Background: an optimization exercise with open tools, aiming at small area, a short achievable clock period and few clock cycles per item. Do not read the settings as production practice. RTL that was checked went through simulation tests only; none was proved equivalent to the original. Power figures rest on the tool's default switching activity, not on a simulated workload.

==> flow/design.v <==
`timescale 1ns/100ps
package pool_pkg;
	typedef logic [16-1:0] word_t;
	typedef logic [16*16-1:0] atom_t;
	typedef logic [16+4-1:0] sum_t;
	typedef enum logic {
		POOL_MAX = 1'b0,	 
		POOL_AVE = 1'b1	 
	} pool_op_e;
	typedef struct packed {
		pool_op_e    op;
		logic [2:0]  win_shift;	 
		logic [15:0] n_windows;	 
	} pool_cfg_t;
endpackage
`timescale 1ns/100ps
module pool_engine (
	input  logic        clk,
	input  logic        rst,
	input  logic        i_start,
	input  logic [19:0] i_cfg,	 
	input  logic        i_in_valid,
	input  logic [15:0] i_in_data,
	output logic        o_in_credit,
	output logic        o_out_valid,
	output logic [15:0] o_out_data,
	input  logic        i_out_credit,
	output logic        o_busy,
	output logic        o_done
);
	logic        busy_q;	 
	logic        op_q;	 
	logic [2:0]  sh_q;	 
	logic [3:0]  mask_q;	 
	logic [15:0] rem_q;	 
	logic        rem1_q;	 
	logic [15:0] fifo_mem [4];
	logic [1:0]  wr_ptr;
	logic [3:0]  rd_sel;	 
	logic [3:0]  occ;	 
	logic [15:0] head;
	logic [3:0]  atom_q;	 
	logic        nfirst_q;	 
	logic        nlast_q;	 
	logic        nword0_q;	 
	logic [3:0]  chan_q;	 
	logic        ch15_q;	 
	logic [3:0]  since_q;	 
	logic        aligned_q;	 
	logic [3:0]  used_q;	 
	logic        pop, win_end;
	logic [3:0]  atom_nx;
	logic [15:0] rem_dec;
	logic [19:0] acc;	 
	logic [6:0]  lo_sum;
	logic        w_v;
	logic [5:0]  w_lo;
	logic [9:0]  w_hi;	 
	logic        w_c6;	 
	logic        w_gtlo;	 
	logic        gt;	 
	logic        w_last, w_final;
	logic [19:0] ring [16];
	logic        s2_v, s2_final;
	assign pop     = occ[0] && (!nword0_q || aligned_q) && (nlast_q || !used_q[3]);
	assign win_end = !nlast_q && ch15_q;
	assign atom_nx = nlast_q ? atom_q + 4'd1 : 4'd0;
	assign head    = ({16{rd_sel[0]}} & fifo_mem[0]) | ({16{rd_sel[1]}} & fifo_mem[1]) |
	                 ({16{rd_sel[2]}} & fifo_mem[2]) | ({16{rd_sel[3]}} & fifo_mem[3]);
	assign acc     = nfirst_q ? ring[14] : 20'd0;
	assign lo_sum  = {1'b0, acc[5:0]} + {1'b0, head[5:0]};
	assign gt      = w_v && ((w_hi > ring[15][15:6]) || ((w_hi == ring[15][15:6]) && w_gtlo));
	always_comb begin
		for (int i = 0; i < 16; i++) begin
			rem_dec[i] = rem_q[i] ^ ~|(rem_q & ((16'd1 << i) - 16'd1));
		end
	end
	always_ff @(posedge clk) begin
		for (int k = 0; k < 4; k++) begin
			if (!occ[3] && (wr_ptr == 2'(k))) begin
				fifo_mem[k] <= i_in_data;
			end
		end
	end
	always_ff @(posedge clk or posedge rst) begin
		if (rst) begin
			op_q        <= 1'b0;
			sh_q        <= 3'd0;
			mask_q      <= 4'd0;
			rem_q       <= 16'd0;
			rem1_q      <= 1'b0;
			wr_ptr      <= 2'd0;
			rd_sel      <= 4'd1;
			occ         <= 4'd0;
			w_v         <= 1'b0;
			atom_q      <= 4'd0;
			nfirst_q    <= 1'b0;
			nlast_q     <= 1'b0;
			nword0_q    <= 1'b0;
			chan_q      <= 4'd0;
			ch15_q      <= 1'b0;
			aligned_q   <= 1'b0;
			used_q      <= 4'd0;
			w_last      <= 1'b0;
			w_final     <= 1'b0;
			s2_v        <= 1'b0;
			s2_final    <= 1'b0;
			busy_q      <= 1'b0;
		end else begin
			if (i_in_valid) begin
				wr_ptr <= wr_ptr + 2'd1;
			end
			case ({i_in_valid, pop})
				2'b10:   occ <= {occ[2:0], 1'b1};
				2'b01:   occ <= {1'b0, occ[3:1]};
				default: ;
			endcase
			w_v <= pop;
			if (!busy_q) begin
				op_q    <= i_cfg[19];
				sh_q    <= i_cfg[19] ? i_cfg[18:16] : 3'd0;
				mask_q  <= 4'((5'd1 << i_cfg[18:16]) - 5'd1);
				nlast_q <= (i_cfg[18:16] != 3'd0);
				rem_q   <= i_cfg[15:0];
				rem1_q  <= (i_cfg[15:0] == 16'd1);
			end else if (pop && win_end) begin
				rem_q   <= rem_dec;
				rem1_q  <= (rem_q == 16'd2);
			end
			if (pop) begin
				rd_sel   <= {rd_sel[2:0], rd_sel[3]};
				chan_q   <= chan_q + 4'd1;
				ch15_q   <= (chan_q == 4'd14);
				nword0_q <= !win_end;
				if (ch15_q) begin
					atom_q   <= atom_nx;
					nfirst_q <= nlast_q;
					nlast_q  <= (atom_nx != mask_q);
				end
			end
			aligned_q <= pop || (since_q == 4'd15);
			case ({pop && !nlast_q, i_out_credit})
				2'b10:   used_q <= {used_q[2:0], 1'b1};
				2'b01:   used_q <= {1'b0, used_q[3:1]};
				default: ;
			endcase
			w_last      <= pop && !nlast_q;
			w_final     <= pop && win_end && rem1_q;
			s2_v        <= w_last;
			s2_final    <= w_final;
			busy_q      <= busy_q ? !s2_final : i_start;
		end
	end
	always_ff @(posedge clk) begin
		o_in_credit <= pop;
		o_out_valid <= s2_v;
		o_done      <= s2_final;
		o_busy      <= busy_q ? !s2_final : i_start;
	end
	always_ff @(posedge clk) begin
		since_q  <= pop ? 4'd0 : since_q + 4'd1;
		w_lo     <= head[5:0];
		w_hi     <= pop ? head[15:6] : 10'd0;
		w_c6     <= pop && op_q && lo_sum[6];
		w_gtlo   <= (head[5:0] > acc[5:0]);
		ring[0]  <= op_q ? {ring[15][19:6] + {4'd0, w_hi} + {13'd0, w_c6}, ring[15][5:0]}
		                 : {4'd0, gt ? {w_hi, w_lo} : ring[15][15:0]};
		for (int i = 1; i < 15; i++) begin
			ring[i] <= ring[i-1];
		end
		ring[15] <= !pop ? ring[14] : op_q ? {acc[19:6], lo_sum[5:0]} : acc;
		o_out_data <= 16'(ring[0] >> sh_q);
	end
endmodule
clock: 6.0 ns
lec_check: 0
abc_clock_period_in_ps: 2000
cap_margin: 20
core_margin: 2
core_utilization: 65
cts_buf_list: sky130_fd_sc_hd__clkbuf_8
cts_cluster_diameter: 40
cts_cluster_size: 16
setup_slack_margin: 3.7
slew_margin: 20
run.sh (not shown) runs the stock make flow with config.mk's settings and CLKGATE_MAP_FILE= SYNTH_SCRIPT=/design/flow/synth_recipe.tcl, a recipe that flattens the netlist after the stock synthesis.
The baseline ran to the end with no violations.
Then changed:
==> flow/flow/run.sh (new file) <==
#!/bin/bash
# The standard layout (standard.sh), with port buffers and clock tree options set here.
set -euo pipefail
export BUFFER_PORTS_ARGS="-buffer_cell sky130_fd_sc_hd__buf_2"
export CTS_ARGS="-sink_clustering_enable -repair_clock_nets -sink_clustering_size 24 -sink_clustering_max_diameter 60 -buf_list sky130_fd_sc_hd__clkbuf_16 -root_buf sky130_fd_sc_hd__clkbuf_16 -dont_use_dummy_load"
bash standard.sh > standard.log 2>&1
==> flow/standard.sh (new file) <==
#!/bin/bash
# synth_recipe.tcl (not shown) runs the flow's synth.tcl, then flattens the netlist and writes it again
# the make line also repeats each setting of config.mk as NAME=value (left out here)
make -C /OpenROAD-flow-scripts/flow DESIGN_CONFIG=/design/flow/config.mk WORK_HOME=/design/flow/orfs CLKGATE_MAP_FILE= SYNTH_SCRIPT=/design/flow/synth_recipe.tcl "${@:-finish}"
removed: flow/run.sh
Count of clock-buffer cells in the layout went down by 19.
Final cell count went down by 3.1%.
Register-to-register slack is worse by 40 ps.
Routed wire length went up by 1.2%.
Synthesized area is unchanged.
Power went down by 5.3%.
Worst hold slack is better by 8.8 ps.
Combinational power went down by 5.3%.
Fmax went down by 1.6%.
First-iteration DRC count went up by 11%.
Design area went down by 2.8%.
Then changed:
==> flow/run.sh (new file) <==
#!/bin/bash
# synth_recipe.tcl (not shown) runs the flow's synth.tcl, then flattens the netlist and writes it again
# the make line also repeats each setting of config.mk as NAME=value (left out here)
make -C /OpenROAD-flow-scripts/flow DESIGN_CONFIG=/design/flow/config.mk WORK_HOME=/design/flow/orfs CLKGATE_MAP_FILE= SYNTH_SCRIPT=/design/flow/synth_recipe.tcl finish
Settings changed: SETUP_SLACK_MARGIN 3.7 to 3.85.
removed: flow/flow/run.sh
removed: flow/standard.sh
What happened: The changed run went through all stages and came out clean; area after synthesis stays the same; cell count rises by a few percent; hold slack is better by 5.7 ps; sequential power hardly moves; first-iteration DRC count rose by a few percent; critical path depth stays the same.
Then changed:
==> flow/flow/run.sh (new file) <==
#!/bin/bash
# The standard layout (standard.sh), with port buffers and clock tree options set here.
set -euo pipefail
export BUFFER_PORTS_ARGS="-buffer_cell sky130_fd_sc_hd__buf_2"
export CTS_ARGS="-sink_clustering_enable -repair_clock_nets -sink_clustering_size 16 -sink_clustering_max_diameter 40 -buf_list sky130_fd_sc_hd__clkbuf_8 -root_buf sky130_fd_sc_hd__clkbuf_16 -dont_use_dummy_load"
bash standard.sh > standard.log 2>&1
==> flow/standard.sh (new file) <==
#!/bin/bash
# synth_recipe.tcl (not shown) runs the flow's synth.tcl, then flattens the netlist and writes it again
# the make line also repeats each setting of config.mk as NAME=value (left out here)
make -C /OpenROAD-flow-scripts/flow DESIGN_CONFIG=/design/flow/config.mk WORK_HOME=/design/flow/orfs CLKGATE_MAP_FILE= SYNTH_SCRIPT=/design/flow/synth_recipe.tcl "${@:-finish}"
Settings changed: SETUP_SLACK_MARGIN 3.85 to 3.7.
removed: flow/run.sh
=> The changed run passed the timing, design-rule and antenna checks. Via count drops by a few percent. Register-to-register slack gets worse by 110 ps. First-iteration DRC count drops by about a fifth. Worst setup slack gets worse by 110 ps. Wire length drops slightly. Flip-flop and latch count is unchanged. Global-route usage drops by 0.27 points. Count of clock-buffer cells in the layout drops by 7. Cell count drops by a few percent. Critical path depth stays the same. Core utilization drops by 3.6 points.
No functional check of the RTL was part of any run of this note.

== build 87 ==
pool_engine, a different RTL version from the one above (not shown whole).
Size: about 1100 cells after synthesis, about 480 flip-flops, ~61 I/O pins.
clock: 6.0 ns
lec_check: 0
abc_clock_period_in_ps: 2000
cap_margin: 20
core_margin: 2
core_utilization: 65
cts_buf_list: sky130_fd_sc_hd__clkbuf_8
cts_cluster_diameter: 40
cts_cluster_size: 16
place_density: 0.75
setup_slack_margin: 3.9
slew_margin: 20
standard.sh (not shown) runs the stock make flow with config.mk's settings and CLKGATE_MAP_FILE= SYNTH_SCRIPT=/design/flow/synth_recipe.tcl, a recipe that flattens the netlist after the stock synthesis.
==> flow/flow/run.sh <==
#!/bin/bash
# The standard layout (standard.sh), with port buffers and clock tree options set here.
set -euo pipefail
export BUFFER_PORTS_ARGS="-buffer_cell sky130_fd_sc_hd__buf_2"
export CTS_ARGS="-sink_clustering_enable -repair_clock_nets -sink_clustering_size 16 -sink_clustering_max_diameter 40 -buf_list sky130_fd_sc_hd__clkbuf_8 -root_buf sky130_fd_sc_hd__clkbuf_16 -dont_use_dummy_load"
bash standard.sh > standard.log 2>&1
Testbench counts of build 87, summed over its fixed seeds: cycles 41,208, words 40,688.
## Diff of input files: build 17 against build 87
- ABC_AREA now 1, previously not set
- PLACE_DENSITY no longer set, was 0.75
## What came out
Build 17 has completed all stages; timing, DRC and antenna checks passed. Build 87 reached the end of the flow, and the finished layout is clean on the timing, design-rule and antenna checks. Mux share of post-synthesis cell area ends up higher on build 87. Of the two values seen for startpoint of the most critical setup path, o_in_credit$_DFF_P_ was produced by build 17 and o_out_data[0]$_DFF_P_ by build 87. Compared with build 87, in build 17 cell-internal power saw an increase, area occupied by multi-input gates went down, proportion of layout cells with a drive suffix above 1 shows a reduction of 6.8 points. Comparing the two runs side by side, build 17 comes out ahead of build 87 on detailed-route wire length. The run showing the smaller area enclosed by the die boundary is build 87. Going from build 87 to build 17, maximum frequency from static timing analysis up 8.8 MHz; via count +about 8%.
What build 61 does differently from build 17 at the input level:
- SETUP_SLACK_MARGIN changed from 3.9 to 3.7
- ABC_AREA removed (was 1)
==> flow/flow/run.sh <==
#!/bin/bash
# The standard layout (standard.sh), with port buffers and clock tree options set here.
set -euo pipefail
export BUFFER_PORTS_ARGS="-buffer_cell sky130_fd_sc_hd__buf_2"
export CTS_ARGS="-sink_clustering_enable -repair_clock_nets -sink_clustering_size 24 -sink_clustering_max_diameter 60 -buf_list sky130_fd_sc_hd__clkbuf_16 -root_buf sky130_fd_sc_hd__clkbuf_16 -dont_use_dummy_load"
bash standard.sh > standard.log 2>&1
Notes after the runs:
Build 61 reports a lower number of non-clock buffers than build 17 does. Where final area is concerned, build 17 is outperformed by build 61. Build 17 → build 61: relative contribution of the clock network to total power saw an increase; global-route wire length before repair shows a reduction of about 6.5%; routed wire length shows a reduction of 5.0%; worst max-slew margin expressed relative to the limit fell by 7.2 points. The met3 routing resource usage after global routing number comes out lower for build 61 vs build 17. Compared with build 17, in build 61 worst hold slack increased by 0.019 ns relative to the old numbers; combinational cell fraction of total power down 1.4 points; worst-case setup slack after placement -0.18 ns; number of antenna violations at the first check in global routing up 1.
Input changes introduced in build 38 (baseline for comparison: build 61):
- changing SETUP_SLACK_MARGIN from 3.7 to 3.9
==> flow/flow/run.sh <==
#!/bin/bash
# The standard layout (standard.sh), with port buffers and clock tree options set here.
set -euo pipefail
export BUFFER_PORTS_ARGS="-buffer_cell sky130_fd_sc_hd__buf_1"
export CTS_ARGS="-sink_clustering_enable -repair_clock_nets -sink_clustering_size 16 -sink_clustering_max_diameter 40 -buf_list sky130_fd_sc_hd__clkbuf_8 -root_buf sky130_fd_sc_hd__clkbuf_16 -dont_use_dummy_load"
bash standard.sh > standard.log 2>&1
--- outcome ---
Build 38 went all the way through synthesis, placement and routing and the layout is clean on timing, DRC and antenna. No stage failed in build 61, and the final checks on the layout all came back clean. Share of cells above drive strength 1, build 61 and build 38, lower one = build 61. Status: sequential power parity (build 61, build 38). [compare] base=build 61 new=build 38: routability congestion estimate from global placement lower, clock-buffer cell count higher, remaining global-route overflow roughly the same. Comparing build 61 and build 38, the lower total met3 wirelength after detailed routing was measured on build 61. Core utilization delta for build 38 relative to build 61: 1.4 points higher. Compared with build 61, build 38 shows a higher count of non-CTS buffers in the layout. Number of antenna violations at the first check in global routing was lower in the run labelled build 38.

-- afterwards: timing with drivers on the ports --
The flow's constraints put no driver on any port. The routed layouts listed below were extracted and timed again, unchanged, in two steps.
Step 1 (the two cells are an assumption about what drives the block):
set clk [get_ports {clk}]
set_driving_cell -lib_cell sky130_fd_sc_hd__clkbuf_16 $clk
set_driving_cell -lib_cell sky130_fd_sc_hd__buf_2 [delete_from_list [all_inputs] $clk]
Step 2, shift: input delay + t, output delay - t, t = (earliest + latest rising clock arrival at the registers) / 2. This alone moves slack from input paths to output paths.
Three values: ideal ports, drivers, drivers and shift; two values: the first two.
run | shift t [ns] | slack for setup (ns) | hold WS [ns]
the first run of note 1 | 0.613 | 3.750 / 3.721 / 3.191 | 0.312 / 0.312 / 0.312
the second run of note 1 | 0.583 | 3.712 / 3.712 / 3.356 | 0.320 / 0.320 / 0.320
the third run of note 1 | 0.603 | 3.737 / 3.737 / 3.309 | 0.326 / 0.326 / 0.326
the fourth run of note 1 | 0.523 | 3.625 / 3.625 / 3.338 | 0.292 / 0.292 / 0.292
build 87 | 0.523 | 3.810 / 3.765 / 3.877 | 0.301 / 0.301 / 0.301
build 17 | 0.527 | 3.851 / 3.803 / 3.816 | 0.283 / 0.283 / 0.283
build 61 | 0.566 | 3.743 / 3.697 / 3.800 | 0.302 / 0.302 / 0.302
build 38 | 0.527 | 3.843 / 3.794 / 3.775 | 0.300 / 0.300 / 0.300
After both steps every run listed still meets setup and hold. The setup slack of the first run of note 1, which loses most, moves by -0.029 ns with the drivers and by -0.559 ns with both steps.
